This design comes from an exercise in tuning for small area and a short achievable clock period on the open sky130 flow, not from production work. The RTL was checked by simulation tests, not by an equivalence proof against the original design.

==> flow/design.v (outline; a module is shown in full before it is edited, if it fits) <==
// module gardner_ted: 669 lines
// module loop_filter_pi: 26 lines
// module symbol_nco: 30 lines
// module timing_recovery_top: 39 lines
module timing_recovery_top (
  input  logic               clk,
  input  logic               reset_n,
  input  logic [31:0]        sample_i,     
  output logic [31:0]        sym_o,        
  output logic               sym_valid_o,
  output logic [18:0]        err_o,        
  output logic signed [11:0] ctrl_o
);
  // ...
==> flow/run.sh <==
#!/bin/bash
# synth_recipe.tcl (not shown) runs the flow's synth.tcl, then flattens the netlist and writes it again
# the make line also repeats each setting of config.mk as NAME=value (left out here)
make -C /OpenROAD-flow-scripts/flow DESIGN_CONFIG=/design/flow/config.mk WORK_HOME=/design/flow/orfs CLKGATE_MAP_FILE= SYNTH_SCRIPT=/design/flow/synth_recipe.tcl finish
==> flow/config.mk <==
export PLATFORM = sky130hd
export DESIGN_NAME = timing_recovery_top
export DESIGN_NICKNAME = timing_recovery_top
export VERILOG_FILES = /design/flow/design.v
export SDC_FILE = /design/flow/constraint.sdc
export NUM_CORES = 4
export LEC_CHECK = 0
export CAP_MARGIN = 20
export CORE_MARGIN = 2
export CORE_UTILIZATION = 40
export SLEW_MARGIN = 20
==> flow/constraint.sdc <==
create_clock -name core_clock -period 12.0 [get_ports {clk}]
set_input_delay 2.4000 -clock core_clock [delete_from_list [all_inputs] [get_ports {clk}]]
set_output_delay 2.4000 -clock core_clock [all_outputs]
set_load 0.01 [all_outputs]
==> impl_metrics.tcl, run 1 <==
set metrics [dict create \
    ys_ff_latch 381 \
    io_pins 98 \
    synth_most_common_cell "dfxtp_1" \
    crit_path_max_fanout 4 \
    wl_met1_um 23320 \
    busiest_layer "met2" \
    grt_pass1_vias 16210 \
    grt_use_met3_pct 2.928 \
    overflow 0 \
    cp.depth 38 \
    synth_mux_area_share_pct 1.028 \
    clock-sinks 381 \
    min_path_cells 0 \
    met1_usage_pct 24.74 \
    cts.clk_slew.worst_paths_ns 0.07 \
    nMultiInputCombCells 1420 \
    status "timing/DRC/antenna clean" \
    final-clk-cell-share_pct 5.378 \
    post_cts.repair.setup_buffers 0 \
    tap_cells 748 \
    drv_cap 0 \
    critPathMaxStageDelay_ns 0.53 \
    top_regs "u_ted.dline: 288 flops, u_ted.p_q: 32 flops, u_ted.err_q: 18 flops" \
]
==> inputs of run 2 (changes only) <==
--- a/flow/design.v
+++ b/flow/design.v
@@ -37,16 +37,17 @@
       b1 = h_q[2*k];
       b2 = h_q[2*k+1];
       one_q[k] = b0 ^ b1;
       two_q[k] = (b2 & ~b1 & ~b0) | (~b2 & b1 & b0);
       neg_q[k] = b2 & ~(b1 & b0);
     end
   end
   logic pp_i0_0, pp_i0_1, pp_i0_2, pp_i0_3, pp_i0_4, pp_i0_5, pp_i0_6, pp_i0_7, pp_i0_8, pp_i0_9, pp_i0_10, pp_i0_11, pp_i0_12, pp_i0_13, pp_i0_14, pp_i0_15, pp_i0_16, pp_i0_17, pp_i1_0, pp_i1_1, pp_i1_2, pp_i1_3, pp_i1_4, pp_i1_5, pp_i1_6, pp_i1_7, pp_i1_8, pp_i1_9, pp_i1_10, pp_i1_11, pp_i1_12, pp_i1_13, pp_i1_14, pp_i1_15, pp_i1_16, pp_i1_17, pp_i2_0, pp_i2_1, pp_i2_2, pp_i2_3, pp_i2_4, pp_i2_5, pp_i2_6, pp_i2_7, pp_i2_8, pp_i2_9, pp_i2_10, pp_i2_11, pp_i2_12, pp_i2_13, pp_i2_14, pp_i2_15, pp_i2_16, pp_i3_0, pp_i3_1, pp_i3_2, pp_i3_3, pp_i3_4, pp_i3_5, pp_i3_6, pp_i3_7, pp_i3_8, pp_i3_9, pp_i3_10, pp_i3_11, pp_i3_12, pp_i3_13, pp_i3_14, pp_i4_0, pp_i4_1, pp_i4_2, pp_i4_3, pp_i4_4, pp_i4_5, pp_i4_6, pp_i4_7, pp_i4_8, pp_i4_9, pp_i4_10, pp_i4_11, pp_i4_12, pp_i5_0, pp_i5_1, pp_i5_2, pp_i5_3, pp_i5_4, pp_i5_5, pp_i5_6, pp_i5_7, pp_i5_8, pp_i5_9, pp_i5_10, pp_i6_0, pp_i6_1, pp_i6_2, pp_i6_3, pp_i6_4, pp_i6_5, pp_i6_6, pp_i6_7, pp_i6_8, pp_i7_0, pp_i7_1, pp_i7_2, pp_i7_3, pp_i7_4, pp_i7_5, pp_i7_6, pp_q0_0, pp_q0_1, pp_q0_2, pp_q0_3, pp_q0_4, pp_q0_5, pp_q0_6, pp_q0_7, pp_q0_8, pp_q0_9, pp_q0_10, pp_q0_11, pp_q0_12, pp_q0_13, pp_q0_14, pp_q0_15, pp_q0_16, pp_q0_17, pp_q1_0, pp_q1_1, pp_q1_2, pp_q1_3, pp_q1_4, pp_q1_5, pp_q1_6, pp_q1_7, pp_q1_8, pp_q1_9, pp_q1_10, pp_q1_11, pp_q1_12, pp_q1_13, pp_q1_14, pp_q1_15, pp_q1_16, pp_q1_17, pp_q2_0, pp_q2_1, pp_q2_2, pp_q2_3, pp_q2_4, pp_q2_5, pp_q2_6, pp_q2_7, pp_q2_8, pp_q2_9, pp_q2_10, pp_q2_11, pp_q2_12, pp_q2_13, pp_q2_14, pp_q2_15, pp_q2_16, pp_q3_0, pp_q3_1, pp_q3_2, pp_q3_3, pp_q3_4, pp_q3_5, pp_q3_6, pp_q3_7, pp_q3_8, pp_q3_9, pp_q3_10, pp_q3_11, pp_q3_12, pp_q3_13, pp_q3_14, pp_q4_0, pp_q4_1, pp_q4_2, pp_q4_3, pp_q4_4, pp_q4_5, pp_q4_6, pp_q4_7, pp_q4_8, pp_q4_9, pp_q4_10, pp_q4_11, pp_q4_12, pp_q5_0, pp_q5_1, pp_q5_2, pp_q5_3, pp_q5_4, pp_q5_5, pp_q5_6, pp_q5_7, pp_q5_8, pp_q5_9, pp_q5_10, pp_q6_0, pp_q6_1, pp_q6_2, pp_q6_3, pp_q6_4, pp_q6_5, pp_q6_6, pp_q6_7, pp_q6_8, pp_q7_0, pp_q7_1, pp_q7_2, pp_q7_3, pp_q7_4, pp_q7_5, pp_q7_6, s1, c2, s3, c4, s5, c6, s7, c8, s9, c10, s11, c12, s13, c14, s15, c16, s17, c18, s19, c20, s21, c22, s23, c24, s25, c26, s27, c28, s29, c30, s31, c32, s33, c34, s35, c36, s37, c38, s39, c40, s41, c42, s43, c44, s45, c46, s47, c48, s49, c50, s51, c52, s53, c54, s55, c56, s57, c58, s59, c60, s61, c62, s63, c64, s65, c66, s67, c68, s69, c70, s71, c72, s73, c74, s75, c76, s77, c78, s79, c80, s81, c82, s83, c84, s85, c86, s87, c88, s89, c90, s91, c92, s93, c94, s95, c96, s97, c98, s99, c100, s101, c102, s103, c104, s105, c106, s107, c108, s109, c110, s111, c112, s113, c114, s115, c116, s117, c118, s119, c120, s121, c122, s123, c124, s125, c126, s127, c128, s129, c130, s131, c132, s133, c134, s135, c136, s137, c138, s139, c140, s141, c142, s143, c144, s145, c146, s147, c148, s149, c150, s151, c152, s153, c154, s155, c156, s157, c158, s159, c160, s161, c162, s163, c164, s165, c166, s167, c168, s169, c170, s171, c172, s173, c174, s175, c176, s177, c178, s179, c180, s181, c182, s183, c184, s185, c186, s187, c188, s189, c190, s191, c192, s193, c194, s195, c196, s197, c198, s199, c200, s201, c202, s203, c204, s205, c206, s207, c208, s209, c210, s211, c212, s213, c214, s215, c216, s217, c218, s219, c220, s221, c222, s223, c224, s225, c226, s227, c228, s229, c230, s231, c232, s233, c234, s235, c236, s237, c238, s239, c240, s241, c242, s243, c244, s245, c246, s247, c248, s249, c250, s251, c252, s253, c254, s255, c256, s257, c258, s259, c260, s261, c262, s263, c264, s265, c266, s267, c268, s269, c270, s271, c272, s273, c274, s275, c276, s277, c278, s279, c280, s281, c282, s283, c284, s285, c286, s287, c288, s289, c290, s291, c292, s293, c294, s295, c296, s297, c298, s299, c300, s301, c302, s303, c304, s305, c306, s307, c308, s309, c310, s311, c312, s313, c314, s315, c316, s317, c318, s319, c320, s321, c322, s323, c324, s325, c326, s327, c328, s329, c330, s331, c332, s333, c334, s335, c336, s337, c338, s339, c340, s341, c342, s343, c344, s345, c346, s347, c348, s349, c350, s351, c352, s353, c354, s355, c356, s357, c358, s359, c360, s361, c362, s363, c364, s365, c366, s367, c368, s369, c370, s371, c372, s373, c374, s375, c376, s377, c378, s379, c380, s381, c382, s383, c384, s385, c386, s387, c388, s389, c390, s391, c392, s393, c394, s395, c396, s397, c398;
+  logic [62:0] t_q;   
   assign pp_i0_0 = ((one_i[0] & d_i[0]) | (two_i[0] & 1'b0)) ^ neg_i[0];
   assign pp_i0_1 = ((one_i[0] & d_i[1]) | (two_i[0] & d_i[0])) ^ neg_i[0];
   assign pp_i0_2 = ((one_i[0] & d_i[2]) | (two_i[0] & d_i[1])) ^ neg_i[0];
   assign pp_i0_3 = ((one_i[0] & d_i[3]) | (two_i[0] & d_i[2])) ^ neg_i[0];
   assign pp_i0_4 = ((one_i[0] & d_i[4]) | (two_i[0] & d_i[3])) ^ neg_i[0];
   assign pp_i0_5 = ((one_i[0] & d_i[5]) | (two_i[0] & d_i[4])) ^ neg_i[0];
   assign pp_i0_6 = ((one_i[0] & d_i[6]) | (two_i[0] & d_i[5])) ^ neg_i[0];
   assign pp_i0_7 = ((one_i[0] & d_i[7]) | (two_i[0] & d_i[6])) ^ neg_i[0];
@@ -609,68 +610,131 @@
   assign s349 = s301 ^ s303 ^ c298;
   assign c350 = (s301 & s303) | (s301 & c298) | (s303 & c298);
   assign s351 = s305 ^ s307 ^ c302;
   assign c352 = (s305 & s307) | (s305 & c302) | (s307 & c302);
   assign s353 = s309 ^ s311 ^ c306;
   assign c354 = (s309 & s311) | (s309 & c306) | (s311 & c306);
   assign s355 = s313 ^ s315 ^ c310;
   assign c356 = (s313 & s315) | (s313 & c310) | (s315 & c310);
-  assign s357 = s317 ^ pp_q0_0;
-  assign c358 = s317 & pp_q0_0;
-  assign s359 = pp_i0_1 ^ pp_q0_1 ^ c318;
-  assign c360 = (pp_i0_1 & pp_q0_1) | (pp_i0_1 & c318) | (pp_q0_1 & c318);
-  assign s361 = s319 ^ pp_q1_0 ^ neg_q[1];
-  assign c362 = (s319 & pp_q1_0) | (s319 & neg_q[1]) | (pp_q1_0 & neg_q[1]);
-  assign s363 = s321 ^ c246 ^ c320;
-  assign c364 = (s321 & c246) | (s321 & c320) | (c246 & c320);
-  assign s365 = s323 ^ c248 ^ c322;
-  assign c366 = (s323 & c248) | (s323 & c322) | (c248 & c322);
-  assign s367 = s325 ^ c252 ^ c324;
-  assign c368 = (s325 & c252) | (s325 & c324) | (c252 & c324);
-  assign s369 = s327 ^ c256 ^ c326;
-  assign c370 = (s327 & c256) | (s327 & c326) | (c256 & c326);
-  assign s371 = s329 ^ c260 ^ c328;
-  assign c372 = (s329 & c260) | (s329 & c328) | (c260 & c328);
-  assign s373 = s331 ^ c264 ^ c330;
-  assign c374 = (s331 & c264) | (s331 & c330) | (c264 & c330);
-  assign s375 = s333 ^ c268 ^ c332;
-  assign c376 = (s333 & c268) | (s333 & c332) | (c268 & c332);
-  assign s377 = s335 ^ c272 ^ c334;
-  assign c378 = (s335 & c272) | (s335 & c334) | (c272 & c334);
-  assign s379 = s337 ^ c276 ^ c336;
-  assign c380 = (s337 & c276) | (s337 & c336) | (c276 & c336);
-  assign s381 = s339 ^ c280 ^ c338;
-  assign c382 = (s339 & c280) | (s339 & c338) | (c280 & c338);
-  assign s383 = s341 ^ c284 ^ c340;
-  assign c384 = (s341 & c284) | (s341 & c340) | (c284 & c340);
-  assign s385 = s343 ^ c288 ^ c342;
-  assign c386 = (s343 & c288) | (s343 & c342) | (c288 & c342);
-  assign s387 = s345 ^ c292 ^ c344;
-  assign c388 = (s345 & c292) | (s345 & c344) | (c292 & c344);
-  assign s389 = s347 ^ c296 ^ c346;
-  assign c390 = (s347 & c296) | (s347 & c346) | (c296 & c346);
-  assign s391 = s349 ^ c300 ^ c348;
-  assign c392 = (s349 & c300) | (s349 & c348) | (c300 & c348);
-  assign s393 = s351 ^ c304 ^ c350;
-  assign c394 = (s351 & c304) | (s351 & c350) | (c304 & c350);
-  assign s395 = s353 ^ c308 ^ c352;
-  assign c396 = (s353 & c308) | (s353 & c352) | (c308 & c352);
-  assign s397 = s355 ^ c312 ^ c354;
-  assign c398 = (s355 & c312) | (s355 & c354) | (c312 & c354);
+  assign s357 = t_q[0] ^ t_q[1];
+  assign c358 = t_q[0] & t_q[1];
+  assign s359 = t_q[3] ^ t_q[4] ^ t_q[5];
+  assign c360 = (t_q[3] & t_q[4]) | (t_q[3] & t_q[5]) | (t_q[4] & t_q[5]);
+  assign s361 = t_q[6] ^ t_q[7] ^ t_q[8];
+  assign c362 = (t_q[6] & t_q[7]) | (t_q[6] & t_q[8]) | (t_q[7] & t_q[8]);
+  assign s363 = t_q[9] ^ t_q[10] ^ t_q[11];
+  assign c364 = (t_q[9] & t_q[10]) | (t_q[9] & t_q[11]) | (t_q[10] & t_q[11]);
+  assign s365 = t_q[12] ^ t_q[13] ^ t_q[14];
+  assign c366 = (t_q[12] & t_q[13]) | (t_q[12] & t_q[14]) | (t_q[13] & t_q[14]);
+  assign s367 = t_q[15] ^ t_q[16] ^ t_q[17];
+  assign c368 = (t_q[15] & t_q[16]) | (t_q[15] & t_q[17]) | (t_q[16] & t_q[17]);
+  assign s369 = t_q[18] ^ t_q[19] ^ t_q[20];
+  assign c370 = (t_q[18] & t_q[19]) | (t_q[18] & t_q[20]) | (t_q[19] & t_q[20]);
+  assign s371 = t_q[21] ^ t_q[22] ^ t_q[23];
+  assign c372 = (t_q[21] & t_q[22]) | (t_q[21] & t_q[23]) | (t_q[22] & t_q[23]);
+  assign s373 = t_q[24] ^ t_q[25] ^ t_q[26];
+  assign c374 = (t_q[24] & t_q[25]) | (t_q[24] & t_q[26]) | (t_q[25] & t_q[26]);
+  assign s375 = t_q[27] ^ t_q[28] ^ t_q[29];
+  assign c376 = (t_q[27] & t_q[28]) | (t_q[27] & t_q[29]) | (t_q[28] & t_q[29]);
+  assign s377 = t_q[30] ^ t_q[31] ^ t_q[32];
+  assign c378 = (t_q[30] & t_q[31]) | (t_q[30] & t_q[32]) | (t_q[31] & t_q[32]);
+  assign s379 = t_q[33] ^ t_q[34] ^ t_q[35];
+  assign c380 = (t_q[33] & t_q[34]) | (t_q[33] & t_q[35]) | (t_q[34] & t_q[35]);
+  assign s381 = t_q[36] ^ t_q[37] ^ t_q[38];
+  assign c382 = (t_q[36] & t_q[37]) | (t_q[36] & t_q[38]) | (t_q[37] & t_q[38]);
+  assign s383 = t_q[39] ^ t_q[40] ^ t_q[41];
+  assign c384 = (t_q[39] & t_q[40]) | (t_q[39] & t_q[41]) | (t_q[40] & t_q[41]);
+  assign s385 = t_q[42] ^ t_q[43] ^ t_q[44];
+  assign c386 = (t_q[42] & t_q[43]) | (t_q[42] & t_q[44]) | (t_q[43] & t_q[44]);
+  assign s387 = t_q[45] ^ t_q[46] ^ t_q[47];
+  assign c388 = (t_q[45] & t_q[46]) | (t_q[45] & t_q[47]) | (t_q[46] & t_q[47]);
+  assign s389 = t_q[48] ^ t_q[49] ^ t_q[50];
+  assign c390 = (t_q[48] & t_q[49]) | (t_q[48] & t_q[50]) | (t_q[49] & t_q[50]);
+  assign s391 = t_q[51] ^ t_q[52] ^ t_q[53];
+  assign c392 = (t_q[51] & t_q[52]) | (t_q[51] & t_q[53]) | (t_q[52] & t_q[53]);
+  assign s393 = t_q[54] ^ t_q[55] ^ t_q[56];
+  assign c394 = (t_q[54] & t_q[55]) | (t_q[54] & t_q[56]) | (t_q[55] & t_q[56]);
+  assign s395 = t_q[57] ^ t_q[58] ^ t_q[59];
+  assign c396 = (t_q[57] & t_q[58]) | (t_q[57] & t_q[59]) | (t_q[58] & t_q[59]);
+  assign s397 = t_q[60] ^ t_q[61] ^ t_q[62];
+  assign c398 = (t_q[60] & t_q[61]) | (t_q[60] & t_q[62]) | (t_q[61] & t_q[62]);
   logic [20:0] err_full;
   logic        vld_q;
-  logic [17:0] err_q;
-  assign err_full = {s397, s395, s393, s391, s389, s387, s385, s383, s381, s379, s377, s375, s373, s371, s369, s367, s365, s363, s361, s359, s357} + {c396, c394, c392, c390, c388, c386, c384, c382, c380, c378, c376, c374, c372, c370, c368, c366, c364, c362, c360, c358, neg_q[0]};
+  always_ff @(posedge clk) begin
+    t_q[0] <= s317;
+    t_q[1] <= pp_q0_0;
+    t_q[2] <= neg_q[0];
+    t_q[3] <= pp_i0_1;
+    t_q[4] <= pp_q0_1;
+    t_q[5] <= c318;
+    t_q[6] <= s319;
+    t_q[7] <= pp_q1_0;
+    t_q[8] <= neg_q[1];
+    t_q[9] <= s321;
+    t_q[10] <= c246;
+    t_q[11] <= c320;
+    t_q[12] <= s323;
+    t_q[13] <= c248;
+    t_q[14] <= c322;
+    t_q[15] <= s325;
+    t_q[16] <= c252;
+    t_q[17] <= c324;
+    t_q[18] <= s327;
+    t_q[19] <= c256;
+    t_q[20] <= c326;
+    t_q[21] <= s329;
+    t_q[22] <= c260;
+    t_q[23] <= c328;
+    t_q[24] <= s331;
+    t_q[25] <= c264;
+    t_q[26] <= c330;
+    t_q[27] <= s333;
+    t_q[28] <= c268;
+    t_q[29] <= c332;
+    t_q[30] <= s335;
+    t_q[31] <= c272;
+    t_q[32] <= c334;
+    t_q[33] <= s337;
+    t_q[34] <= c276;
+    t_q[35] <= c336;
+    t_q[36] <= s339;
+    t_q[37] <= c280;
+    t_q[38] <= c338;
+    t_q[39] <= s341;
+    t_q[40] <= c284;
+    t_q[41] <= c340;
+    t_q[42] <= s343;
+    t_q[43] <= c288;
+    t_q[44] <= c342;
+    t_q[45] <= s345;
+    t_q[46] <= c292;
+    t_q[47] <= c344;
+    t_q[48] <= s347;
+    t_q[49] <= c296;
+    t_q[50] <= c346;
+    t_q[51] <= s349;
+    t_q[52] <= c300;
+    t_q[53] <= c348;
+    t_q[54] <= s351;
+    t_q[55] <= c304;
+    t_q[56] <= c350;
+    t_q[57] <= s353;
+    t_q[58] <= c308;
+    t_q[59] <= c352;
+    t_q[60] <= s355;
+    t_q[61] <= c312;
+    t_q[62] <= c354;
+  end
+  assign err_full = {s397, s395, s393, s391, s389, s387, s385, s383, s381, s379, s377, s375, s373, s371, s369, s367, s365, s363, s361, s359, s357} + {c396, c394, c392, c390, c388, c386, c384, c382, c380, c378, c376, c374, c372, c370, c368, c366, c364, c362, c360, c358, t_q[2]};
   always_ff @(posedge clk) begin
     if (!reset_n) vld_q <= 1'b0;
     else          vld_q <= sym_strobe_i;
-    err_q <= err_full[20:3];
   end
-  assign err_o       = {err_q, vld_q};
+  assign err_o       = {err_full[20:3], vld_q};
   assign sym_o       = dline[1];
   assign sym_valid_o = vld_q;
 endmodule
 `default_nettype wire
 `timescale 1ns/100ps
 `default_nettype none
 module loop_filter_pi (
   input  logic               clk,
==> flow/config.mk (replaced) <==
export PLATFORM = sky130hd
export DESIGN_NAME = timing_recovery_top
export DESIGN_NICKNAME = timing_recovery_top
export VERILOG_FILES = /design/flow/design.v
export SDC_FILE = /design/flow/constraint.sdc
export NUM_CORES = 4
export LEC_CHECK = 0
export ABC_CLOCK_PERIOD_IN_PS = 4000
export CAP_MARGIN = 20
export CORE_MARGIN = 2
export CORE_UTILIZATION = 40
export SETUP_SLACK_MARGIN = 5
export SLEW_MARGIN = 20
==> impl_metrics.tcl, run 2 <==
set metrics [dict create \
    status "timing/DRC/antenna clean" \
    clk-insertion-delay-late_ns 0.58 \
    clock-sinks 426 \
    ant_nets 0 \
    crit_type "input port to flop" \
    final_nets 2625 \
    synth-edff-count 32 \
    cp-end-kind "flop" \
    gp_congestion 0.8872 \
    drc 0 \
    grt.total_usage_pct 19.89 \
    synth-simple-area-share_pct 6.590 \
    synth_mux_area_share_pct 0.7359 \
    gr-usage-met2_pct 33.28 \
    arrival_ns 9.17 \
    wl_per_cell_um 18.89 \
    synth_adder_area_share_pct 23.68 \
    routed_via_density 5.181 \
    largest_reg_flops 288 \
    synth_top_family_by_area "adder cells" \
    synth_most_common_cell "dfxtp_1" \
    die_w_um 241.8 \
    met1_usage_pct 25.26 \
    busiest_layer "met2" \
    layout_commonest_cell "dfxtp_1" \
    yosys_warnings 4 \
    setup_viol 0 \
    crit_required_ns 12.52 \
    cts.clk_slew.worst_paths_ns 0.07 \
    synthTopCellsByCount "dfxtp_1, inv_1, xnor2_1" \
    synth.area.top_cells "dfxtp_1, fa_1, ha_1" \
    dp.cells 2871 \
    r2r_start "u_ted.t_q[3]$_DFF_P_" \
    top_regs "u_ted.dline: 288 flops, u_ted.t_q: 63 flops, u_ted.p_q: 32 flops" \
    drt_iter0_drc 1141 \
    grt_max_degree 40 \
    vias 15850 \
    overflow 0 \
    post-route-period-util_pct 72.10 \
    antenna_cells 0 \
    dp_hpwl_um 40530 \
    rsz0062_at_grt "true" \
    crit_top_cell "xnor2_1" \
    syn_avg_cell_area_um2 10.88 \
    slew_headroom_pct 23.02 \
    top_register "u_ted.dline" \
    initial_core_util_pct 40.26 \
    place_worst_setup_slack_ns 1.803 \
    cpMaxStageDelayCell "fa_1" \
    drt-total-wl_um 57800 \
    slew_viol_final 0 \
    min_path_type "flop to flop" \
    synth_seq_area_share_pct 39.13 \
    grt_pass1_wl_um 92020 \
    io_pins 98 \
    synth_cell_type_count 71 \
    cts_tree "yes" \
    firstDrtPassIters 6 \
    synth_top_cell_area_share_pct 34.88 \
    start_kind "input port" \
    cts.path.max_buffers 3 \
    htreeDepth 2 \
    final_cells 3059 \
    synth_ff_type "dfxtp_1" \
    async_reset_ff_share_pct 0 \
    max_freq_ghz 0.1156 \
    reg2reg_to "u_lf.ctrl_q[5]$_SDFFE_PN0P_" \
    syn2layout_area_growth_pct 24.14 \
    reg2reg_depth 45 \
    io_buffer_count 97 \
    core_area_um2 56170 \
    drv_cap 0 \
    setup_tns_ns 0 \
    cts_buffers 45 \
    critPathMaxStageDelay_ns 0.50 \
    synth_xor_area_share_pct 11.23 \
    drive_gt1_share_pct 20.19 \
    synth-compound-area-share_pct 13.17 \
    final_hold_viol_count 0 \
    syn_nets 2436 \
    tightest_slew_ns 1.154 \
    fin_crit_ns 8.651 \
    syn_area_um2 22610 \
    r2r_setup_slack_ns 3.38 \
    ys_ff_latch 426 \
    final_cell_mix "dfxtp_1, inv_1, xnor2_1" \
    grt_use_met3_pct 3.263 \
    num_rows 87 \
    synthCells 2079 \
    cts_root_buf "clkbuf_16" \
    worstSetupEndpoint "u_ted.t_q[60]$_DFF_P_" \
    antenna_found_initial 0 \
    crit_path_max_fanout 5 \
    fp.dieH_um 241.8 \
    worst_slack_ns 3.349 \
    fin_skew_ns 0.02854 \
    grt_pass1_vias 16700 \
    dieArea_um2 58450 \
    fin_util_pct 49.98 \
    startpoint "sample_i[16]" \
    yosysTopAreaCell "dfxtp_1" \
]
==> run 2: cell types whose count changed after synthesis, sizes merged, moves of 12 or more <==
cell | previous run | this run
inv | 266 | 220
dfxtp | 349 | 394
nor2 | 75 | 46
o22ai | 29 | 1
a22oi | 135 | 161
nand2 | 92 | 66
nor2b | 23 | 43
xnor2 | 191 | 204
a22o | 0 | 12
o21ai | 89 | 77
o21bai | 18 | 6
==> run 2: logic make-up (layout without fill, tap and decap cells) <==
family / count (synthesis) / in the layout
flops: 426 / 426
xor+xnor: 285 / 285
compound gates: 436 / 436
buf+inv: 314 / 537
simple gates: 279 / 280
mux: 16 / 16
fa+ha+maj: 323 / 323
==> run 2: area by class of cell <==
type                    count  area [um2]
repair buffers            233        2048
flip-flops and latches    426        8850
clock buffers              59        1250
inverters                 222       858.3
well taps                 756       945.9
multi-input cells        1340       13930
clock inverters            23       188.9
fillers                  5076       28100
==> run 2: worst min path at each step <==
stage,from,end,cells after the start
after global routing,u_ted.dline[5][22]$_DFF_P_,u_ted.dline[6][22]$_DFF_P_,0
after CTS,u_ted.dline[4][9]$_DFF_P_,u_ted.dline[5][9]$_DFF_P_,0
after global placement,u_ted.dline[4][18]$_DFF_P_,u_ted.dline[5][18]$_DFF_P_,0
final,u_ted.dline[4][9]$_DFF_P_,u_ted.dline[5][9]$_DFF_P_,0
after detailed placement,u_ted.dline[3][7]$_DFF_P_,u_ted.dline[4][7]$_DFF_P_,0
after floorplan,u_ted.dline[2][0]$_DFF_P_,u_ted.dline[3][0]$_DFF_P_,0
==> run 2: layer usage <==
layer	wire length, um	up-vias
met2	27550	540
met4	2545	0
li1	-	7370
met1	24100	7812
met5	0	-
met3	3601	128
==> run 2: worst max-delay path: cells and delay by family <==
family	cells	cell delay [ns]
xor gates and xnor gates	15	2.63
adders and majority gates	6	2.17
AOI/OAI and AO/OA	7	1.34
buffers and inverters	7	0.45
and+or+nand+nor	2	0.18
==> run 2: timing repair <==
action | 4_1_cts | 5_1_grt
hold buffers | 0 | 0
setup endpoints to repair | 53 | 46
pin swaps | 141 | 69
endpoints found under the hold margin | 0 | 0
buffers inserted | 86 | 19
gates resized for setup | 225 | 71
cloned | 1 | 0
==> run 2: through the flow <==
stage               hold slack, ns  cell area (um2)
finish                      0.3077            28070
global route                0.3187            28070
CTS                         0.3057            27630
detailed placement          0.3121            24720
global placement            0.3099            24710
floorplan                   0.3096            22900
==> inputs of run 3 (changes only) <==
--- a/flow/config.mk
+++ b/flow/config.mk
@@ -9,5 +9,4 @@
 export CAP_MARGIN = 20
 export CORE_MARGIN = 2
 export CORE_UTILIZATION = 40
-export SETUP_SLACK_MARGIN = 5
 export SLEW_MARGIN = 20
==> impl_metrics.tcl, run 3 <==
set metrics [dict create \
    worstHoldStart "u_ted.dline[2][17]$_DFF_P_" \
    drv_cap 0 \
    cts_root_buf "clkbuf_16" \
    cpMaxStageDelayCell "a2111oi_0" \
    critPathMaxStageDelay_ns 0.69 \
    tightest_slew_ns 1.082 \
    ys_ff_latch 426 \
    async_reset_ff_share_pct 0 \
    yosys_warnings 4 \
    status "timing/DRC/antenna clean" \
    top_regs "u_ted.dline: 288 flops, u_ted.t_q: 63 flops, u_ted.p_q: 32 flops" \
    final_hold_viol_count 0 \
    syn_nets 2436 \
    post_dp_cell_area_um2 24540 \
    dp_hpwl_um 39460 \
    wl_per_cell_um 17.64 \
    die_w_um 241.8 \
    drive_gt1_share_pct 6.383 \
    synth.area.top_cells "dfxtp_1, fa_1, ha_1" \
    yosysTopAreaCell "dfxtp_1" \
    reg2reg_depth 45 \
    synth_most_common_cell "dfxtp_1" \
    fin_crit_ns 10.62 \
    cp-end-kind "flop" \
    crit_type "input port to flop" \
    syn_avg_cell_area_um2 10.88 \
    hold_end "u_ted.dline[3][17]$_DFF_P_" \
    synthCells 2079 \
    fin_area_um2 26060 \
    cts.path.max_buffers 3 \
    routed_via_density 5.075 \
    syn_area_um2 22610 \
    grt.total_usage_pct 18.14 \
    slew_headroom_pct 27.39 \
    synth_ff_type "dfxtp_1" \
    overflow 0 \
    reg2reg_to "u_lf.ctrl_q[3]$_SDFFE_PN0P_" \
    place_worst_setup_slack_ns 0.9985 \
    synth_top_cell_area_share_pct 34.88 \
    grt_pass1_wl_um 85170 \
    io_buffer_count 97 \
    grt_pass1_vias 15560 \
    r2r_start "u_ted.t_q[3]$_DFF_P_" \
    crit_top_cell "xnor2_1" \
    max_freq_ghz 0.09417 \
    synth_seq_area_share_pct 39.13 \
    synth_cell_type_count 71 \
    cts_tree "yes" \
    syn2layout_area_growth_pct 15.22 \
    crit_path_max_fanout 7 \
    post_cts.repair.setup_buffers 0 \
    firstDrtPassIters 5 \
    grt_max_degree 40 \
    r2r_setup_slack_ns 1.48 \
    synthTopCellsByCount "dfxtp_1, inv_1, xnor2_1" \
    clock-sinks 426 \
    dieArea_um2 58450 \
    min_path_type "flop to flop" \
    antenna_cells 0 \
    ant_nets 0 \
    htreeDepth 2 \
    post-route-period-util_pct 88.49 \
    synth-edff-count 32 \
    top_register "u_ted.dline" \
    start_kind "input port" \
    cts_resized 0 \
    arrival_ns 11.11 \
    clk-insertion-delay-late_ns 0.58 \
    initial_core_util_pct 40.26 \
    gp_congestion 0.8708 \
    drc 0 \
    io_pins 98 \
    final_nets 2532 \
    min_path_cells 0 \
    postCtsHoldBufs 0 \
    crit_required_ns 12.49 \
    num_rows 87 \
    fp.dieH_um 241.8 \
    setup_viol 0 \
    core_area_um2 56170 \
    rsz0062_at_grt "false" \
    largest_reg_flops 288 \
    antenna_found_initial 0 \
    worst_slack_ns 1.381 \
    cts.clk_slew.worst_paths_ns 0.06 \
    slew_viol_final 0 \
    fin_hold_ws_ns 0.3182 \
    drt_iter0_drc 935 \
    cts_buffers 45 \
    vias 15050 \
    drt-total-wl_um 52300 \
    final_cell_mix "dfxtp_1, inv_1, xnor2_1" \
    fin_skew_ns 0.01993 \
    layout_commonest_cell "dfxtp_1" \
    setup_tns_ns 0 \
]
==> run 3: final cells by class <==
| type | instances | area [um2] |
|---|---|---|
| inverter | 222 | 845.8 |
| tap | 756 | 945.9 |
| clock buffer | 68 | 1376 |
| fill | 5227 | 30110 |
| multi-input combinational | 1339 | 12600 |
| sequential | 426 | 8848 |
| clock inverter | 13 | 135.1 |
| timing repair buffer | 141 | 1301 |
==> run 3: per-layer routing <==
layer | vias to the layer above | wire (um) | global-route usage [%]
li1 | 7189 | - | -
met4 | 0 | 1742 | 6.409
met5 | - | 0 | 0
met3 | 103 | 2805 | 3.074
met2 | 409 | 24500 | 30.30
met1 | 7347 | 23250 | 23.73
==> run 3: worst max path at each step <==
stage                               startpoint                           to  cells past startpoint
after floorplan                   sample_i[16]        u_ted.t_q[60]$_DFF_P_                     36
after global placement            sample_i[16]        u_ted.t_q[60]$_DFF_P_                     36
after detailed placement          sample_i[16]        u_ted.t_q[60]$_DFF_P_                     36
after CTS                 u_ted.t_q[3]$_DFF_P_  u_lf.ctrl_q[3]$_SDFFE_PN0P_                     45
after global routing      u_ted.t_q[3]$_DFF_P_  u_lf.ctrl_q[8]$_SDFFE_PN0P_                     45
final                             sample_i[16]        u_ted.t_q[60]$_DFF_P_                     36
==> run 3: cell families after synthesis <==
kind of cell / Yosys count / synth area share (%)
AO/OA/AOI/OAI: 436 / 13.17
XOR/XNOR: 285 / 11.23
flip-flops: 426 / 39.13
buffers and inverters: 314 / 5.466
multiplexers: 16 / 0.7359
AND/OR/NAND/NOR: 279 / 6.590
adder cells (fa/ha/maj): 323 / 23.68
==> run 3: through the flow <==
step / util [%] / cells
2_1_floorplan: - / 2079
3_3_place_gp: 43.70 / 2884
3_5_place_dp: 43.70 / 2884
4_1_cts: 46.39 / 2965
5_1_grt: 46.39 / 2965
6_report: 46.39 / 2965
==> run 3: worst max-delay path: cells and delay by family <==
kind,cells,cell delay [ns]
adder cells (fa/ha/maj),6,2.42
buffers and inverters,6,0.72
XOR/XNOR,15,3.22
AO/OA/AOI/OAI,7,2.14
AND/OR/NAND/NOR,2,0.19
==> inputs of run 4 (changes only) <==
--- a/flow/config.mk
+++ b/flow/config.mk
@@ -5,7 +5,6 @@
 export SDC_FILE = /design/flow/constraint.sdc
 export NUM_CORES = 4
 export LEC_CHECK = 0
-export ABC_CLOCK_PERIOD_IN_PS = 4000
 export CAP_MARGIN = 20
 export CORE_MARGIN = 2
 export CORE_UTILIZATION = 40
==> impl_metrics.tcl, run 4 <==
set metrics [dict create \
    final_nets 2532 \
    status "timing/DRC/antenna clean" \
    num_rows 87 \
    drt-total-wl_um 52300 \
    syn_nets 2436 \
    tightest_slew_ns 1.082 \
    startpoint "sample_i[16]" \
    overflow 0 \
    max_freq_ghz 0.09417 \
    slew_headroom_pct 27.39 \
    syn2layout_area_growth_pct 15.22 \
    cts.clk_slew.worst_paths_ns 0.06 \
    synth_ff_type "dfxtp_1" \
    final_hold_viol_count 0 \
    worstHoldStart "u_ted.dline[2][17]$_DFF_P_" \
    min_path_type "flop to flop" \
    clock-sinks 426 \
    post_dp_cell_area_um2 24540 \
    synth_cell_type_count 71 \
    critPathMaxStageDelay_ns 0.69 \
    grt_pass1_vias 15560 \
    die_w_um 241.8 \
    ant_nets 0 \
    cp-end-kind "flop" \
    antenna_cells 0 \
    yosys_warnings 4 \
    synth_most_common_cell "dfxtp_1" \
    htreeDepth 2 \
    arrival_ns 11.11 \
    post_cts.repair.setup_buffers 0 \
    crit_path_max_fanout 7 \
    io_pins 98 \
    clk-insertion-delay-late_ns 0.58 \
    postCtsHoldBufs 0 \
    io_buffer_count 97 \
    antenna_found_initial 0 \
    initial_core_util_pct 40.26 \
    cts.path.max_buffers 3 \
    firstDrtPassIters 5 \
    crit_type "input port to flop" \
    drc 0 \
    crit_required_ns 12.49 \
    grt.total_usage_pct 18.14 \
    cpMaxStageDelayCell "a2111oi_0" \
    post-route-period-util_pct 88.49 \
    rsz0062_at_grt "false" \
    async_reset_ff_share_pct 0 \
    gp_congestion 0.8708 \
    cts_tree "yes" \
    syn_area_um2 22610 \
    drt_iter0_drc 935 \
    core_area_um2 56170 \
    syn_avg_cell_area_um2 10.88 \
    largest_reg_flops 288 \
    grt_pass1_wl_um 85170 \
    ys_ff_latch 426 \
    grt_max_degree 40 \
    cts_resized 0 \
    fp.dieH_um 241.8 \
    r2r_start "u_ted.t_q[3]$_DFF_P_" \
    synth_seq_area_share_pct 39.13 \
    fin_skew_ns 0.01993 \
    vias 15050 \
    routed_via_density 5.075 \
    crit_top_cell "xnor2_1" \
    top_register "u_ted.dline" \
    final_cell_mix "dfxtp_1, inv_1, xnor2_1" \
    setup_viol 0 \
    cts_buffers 45 \
    yosysTopAreaCell "dfxtp_1" \
    synth-edff-count 32 \
    setup_tns_ns 0 \
    synthTopCellsByCount "dfxtp_1, inv_1, xnor2_1" \
    layout_commonest_cell "dfxtp_1" \
    fin_crit_ns 10.62 \
    drv_cap 0 \
    top_regs "u_ted.dline: 288 flops, u_ted.t_q: 63 flops, u_ted.p_q: 32 flops" \
    dieArea_um2 58450 \
    wl_per_cell_um 17.64 \
    synthCells 2079 \
    fin_area_um2 26060 \
    slew_viol_final 0 \
    start_kind "input port" \
    drive_gt1_share_pct 6.383 \
    synth_top_cell_area_share_pct 34.88 \
    synth.area.top_cells "dfxtp_1, fa_1, ha_1" \
    cts_root_buf "clkbuf_16" \
    dp_hpwl_um 39460 \
]
## run 4: cell type report
cell class                 instances  area [um2]
tap                              756       945.9
timing repair buffer             141        1301
fill                            5227       30110
multi-input combinational       1339       12600
clock inverter                    13       135.1
inverter                         222       845.8
clock buffer                      68        1376
sequential                       426        8848
## run 4: logic make-up (layout without fill, tap and decap cells)
group	count (synthesis)	in the layout	synth area share, %
and+or+nand+nor	279	279	6.590
DFF	426	426	39.13
xor gates and xnor gates	285	285	11.23
buffers and inverters	314	444	5.466
AOI/OAI and AO/OA	436	436	13.17
muxes	16	16	0.7359
adders and majority gates	323	323	23.68
## run 4: layer usage
layer,global-route usage [%],vias up,routed length (um)
met2,30.30,409,24500
met1,23.73,7347,23250
met3,3.074,103,2805
met5,0,-,0
met4,6.409,0,1742
li1,-,7189,-
## run 4: per-stage QoR
stage | worst slack [ns] | util [%] | hold WS (ns) | instances
3_3_place_gp | 1.190 | 43.70 | 0.3099 | 2884
5_1_grt | 0.3828 | 46.39 | 0.3261 | 2965
2_1_floorplan | 2.354 | - | 0.3096 | 2079
6_report | 1.381 | 46.39 | 0.3182 | 2965
4_1_cts | 1.454 | 46.39 | 0.3211 | 2965
3_5_place_dp | 0.9985 | 43.70 | 0.3121 | 2884
## run 4: worst paths after layout
| kind | slack (ns) | cells past startpoint | endpoint |
|---|---|---|---|
| max | 1.38 | 36 | u_ted.t_q[60]$_DFF_P_ |
| min | 0.32 | 0 | u_ted.dline[3][17]$_DFF_P_ |
| max reg2reg | 1.48 | 45 | u_lf.ctrl_q[3]$_SDFFE_PN0P_ |
| min reg2reg | 0.32 | 0 | u_ted.dline[3][17]$_DFF_P_ |
## run 4: critical path, delay by kind of cell
family                   cells  cell delay, ns
AND/OR/NAND/NOR              2            0.19
XOR/XNOR                    15            3.22
AO/OA/AOI/OAI                7            2.14
buffers and inverters        6            0.72
adder cells (fa/ha/maj)      6            2.42

-- separate check: timing with driven ports --
The results above use ideal ports. As a check the final layouts listed here were re-extracted and re-timed, cells and wires unchanged.
Step 1, drivers: a clkbuf_16 drives clk and a buf_2 each remaining input, both assumed.
Step 2 adds t to the input delays and takes it off the output delays; t is the mean of the earliest and latest rising clock arrival at the registers after step 1. Input paths then give back, and output paths get back, about the clock's delay inside the block.
Three values: ideal, step 1, step 2; two values: the first two.
run	shift t [ns]	setup slack, ns	worst hold slack (ns)	worst setup path after step 2	worst register clock-pin slew, ns
run 1	0.605	0.907 / 0.939 / 0.335	0.314 / 0.314 / 0.314	input to register	0.07 / 0.07
run 2	0.624	3.349 / 3.353 / 2.729	0.308 / 0.308 / 0.308	input to register	0.07 / 0.07
run 3	0.625	1.381 / 1.420 / 0.795	0.318 / 0.318 / 0.318	input to register	0.06 / 0.06
run 4	0.625	1.381 / 1.420 / 0.795	0.318 / 0.318 / 0.318	input to register	0.06 / 0.06
After both steps setup and hold are still met in every run listed. The setup slack of run 2, which loses most, moves by +0.004 ns with the drivers and by -0.620 ns with both steps.
